From an optimization exercise on the open Yosys and OpenROAD flow, aimed at small area, a short achievable clock period and few clock cycles per item; shortcuts taken in it are not production practice. In this exercise RTL edits were held to simulation tests only and were not proved equivalent to the original.

the baseline:
// exp_taylor_seq
module exp_taylor_seq (
  input  logic        clk,
  input  logic        rst_n,
  input  logic        in_valid,
  output logic        in_ready,
  input  logic [31:0] in_data,
  output logic        out_valid,
  input  logic        out_ready,
  output logic [31:0] out_data
);
  logic [31:0] x0, y2;
  logic [31:0] z0, z1, z3;
  logic [4:0]  k0, k1, k2, k3;
  logic [1:0]  t0, t1, t2, t3;
  logic        v0, v1, v2, v3;
  logic        d0, d1, d2, d3;
  logic        fin3;
  logic [47:0] rr0_q, rr0_d;
  logic [47:0] rr1_q, rr1_d;
  logic [15:0] rlo_s;
  logic        rlo_c, rlo_q;
  logic [3:0]  rlo_g, rlo_p, rlo_gq, rlo_pq;
  logic [47:0] zr0_q, zr0_d;
  logic [47:0] zr1_q, zr1_d;
  logic [47:0] zr2_q, zr2_d;
  logic [1:0]  ein, eout;
  logic        ov1;
  logic [31:0] q1;
  logic [7:0]  r_one, r_two, r_neg;
  logic [15:0] z_one, z_two, z_neg, zo_d, zt_d, zn_d;
  logic [31:0] z2dec;
  logic        free;
  logic        fin2;
  logic [47:0] rsum, zsum;
  logic [31:0] xr, res;
  logic        has_res, do_exit, hold_q0, ov0_n, ov1_n, in_ready_n;
  logic [1:0]  eout_n;
  logic rpp1;
  logic rpp2;
  logic rpp3;
  logic rpp4;
  logic rpp5;
  logic rpp6;
  logic rpp7;
  logic rpp8;
  logic rpp9;
  logic rpp10;
  logic rpp11;
  logic rpp12;
  logic rpp13;
  logic rpp14;
  logic rpp15;
  logic rpp16;
  logic rpp17;
  logic rpp18;
  logic rpp19;
  logic rpp20;
  logic rpp21;
  logic rpp22;
  logic rpp23;
  logic rpp24;
  logic rpp25;
  logic rpp26;
  logic rpp27;
  logic rpp28;
  logic rpp29;
  logic rpp30;
  logic rpp31;
  logic rpp32;
  logic rpp33;
  logic rpp34;
  ...
For scale: about 4400 cells after synthesis, about 70 I/O pins, about 0.045 sq mm of cells after synthesis.
Settings: LEC_CHECK=0, CAP_MARGIN=20, CORE_MARGIN=2, CORE_UTILIZATION=55, CTS_BUF_LIST=sky130_fd_sc_hd__clkbuf_8, CTS_CLUSTER_SIZE=20, SLEW_MARGIN=20; clock period 11.0 ns.
standard.sh (not shown) runs the stock make flow with config.mk's settings and CLKGATE_MAP_FILE= SYNTH_SCRIPT=/design/flow/synth_recipe.tcl, a recipe that flattens the netlist after the stock synthesis.
==> flow/flow/run.sh <==
#!/bin/bash
set -euo pipefail
MARGIN=$(cat flow/margin.txt)
R=$PWD/orfs/results/$FLOW_PLATFORM/exp_taylor_seq/base
bash standard.sh "$R/1_2_yosys.v" > flow_synth.log 2>&1
python3 flow/polar.py "$R/1_2_yosys.v" > flow_polar.log 2>&1
bash standard.sh SETUP_SLACK_MARGIN=$MARGIN finish > flow_make.log 2>&1
==> flow/flow/margin.txt <==
7.1
Other scripts of this flow, unchanged in this note and not shown: flow/flow/polar.py
Testbench counts of the baseline, summed over its fixed seeds: cycles 6,120, items 320.
Inputs modified between the baseline and the candidate:
==> flow/flow/margin.txt <==
7.4
==> comparison <==
The via count reported for the candidate is higher than the one for the baseline.
Fraction of final layout cells with drive strength greater than 1 delta for the candidate relative to the baseline: 5.9 points higher
Setup slack in the candidate is larger than in the baseline.


## v6
exp_taylor_seq, a different RTL version from the one above (not shown whole).
Size in the first run: roughly 4500 cells after synthesis, ~70 I/O pins, about 0.045 sq mm of cells after synthesis.
clock: 11.0 ns
lec_check: 0
cap_margin: 20
core_margin: 2
core_utilization: 60
cts_buf_list: sky130_fd_sc_hd__clkbuf_4 sky130_fd_sc_hd__clkbuf_8
cts_cluster_size: 20
slew_margin: 20
==> flow/flow/margin.txt <==
7.4
Scripts as last shown in full above: flow/flow/run.sh
Other scripts of this flow, unchanged in this note and not shown: flow/flow/polar.py
v6: flow completed, timing, DRC and antenna clean
Testbench counts of v6, summed over its fixed seeds: cycles 6,120, items 320.
Input changes introduced in v7 (baseline for comparison: v6):
- a deleted CTS_CLUSTER_SIZE that had been 20
- a deleted CTS_BUF_LIST that had been sky130_fd_sc_hd__clkbuf_4 sky130_fd_sc_hd__clkbuf_8
- a change of CORE_UTILIZATION from 60 to 40
==> flow/flow/margin.txt <==
7.0
[summary]
- In the metrics for v7 and v6, the one carrying the lower fraction of area in non-clock buffers is v7.
- Overall via count from detail_route (v7 over v6): decrease, 1480
- The routability congestion estimate was comparable across v7 and v6.
- Relative to v6, clock-cell share of area increased by 0.26 points in v7.
- The final reports for v7 and v6 show global-route usage lower in the former.
- Across v7 and v6, the outcome is the same: a clean finish for every run.
- Looking only at wire length on met3, and setting everything else aside, the higher value of v7 and v6 goes to v6.


exp_taylor_seq again, from the RTL that the note above started with.
export LEC_CHECK = 0
export CAP_MARGIN = 20
export CORE_MARGIN = 2
export CORE_UTILIZATION = 60
export CTS_BUF_LIST = sky130_fd_sc_hd__clkbuf_8
export CTS_CLUSTER_SIZE = 20
export SLEW_MARGIN = 20
create_clock -name core_clock -period 11.0 [get_ports {clk}]
==> flow/flow/margin.txt <==
7.0
Scripts as last shown in full above: flow/flow/run.sh
Other scripts of this flow, unchanged in this note and not shown: flow/flow/polar.py
The baseline completed without violations.
Testbench counts at the start, summed over its fixed seeds: cycles 6,120, items 320.
Next try:
==> flow/flow/margin.txt (replaced) <==
7.25
--- a/flow/config.mk
+++ b/flow/config.mk
@@ -9,3 +9,3 @@
 export CORE_MARGIN = 2
-export CORE_UTILIZATION = 60
+export CORE_UTILIZATION = 55
 export CTS_BUF_LIST = sky130_fd_sc_hd__clkbuf_8
Effect: The changed run finished clean. Core utilization is lower by 3.7 points. Cell area is higher by 3.6%. Via count is higher by 1.4%. Hold slack is better by 0.013 ns. Wire length is higher by 8.3%. Non-clock buffer count is higher by 51. Global-route usage is lower by 1.3 points. First-iteration DRC count is higher by 3.6%. Final cell count is higher by 3.1%.

## static timing again, ports no longer ideal
In the flow no input, the clock included, has a driving cell. The finished layouts below were timed again as built, in two steps. Step 1 assumes that a clkbuf_16 drives the clock port and a buf_2 every other input. Step 2 times the ports against the registers' clock, not the clock port: input delays grow and output delays shrink by t, the midpoint of the rising clock arrivals with the driver on. Three values: ideal ports, drivers, drivers and shift; two values: the first two.
| run | shift t [ns] | setup WS [ns] | clock arrival spread, ns |
|---|---|---|---|
| the baseline | 0.819 | 7.163 / 7.107 / 7.194 | 0.048 / 0.049 |
| the candidate | 0.796 | 7.348 / 7.348 / 7.348 | 0.073 / 0.072 |
| v6 | 0.798 | 7.197 / 7.197 / 7.197 | 0.055 / 0.056 |
| v7 | 0.730 | 7.035 / 6.993 / 7.035 | 0.050 / 0.049 |
| the first run of note 3 | 0.782 | 7.038 / 7.010 / 7.038 | 0.043 / 0.043 |
| the second run of note 3 | 0.803 | 7.206 / 7.206 / 7.206 | 0.053 / 0.053 |
After both steps setup and hold are still met in every run listed.
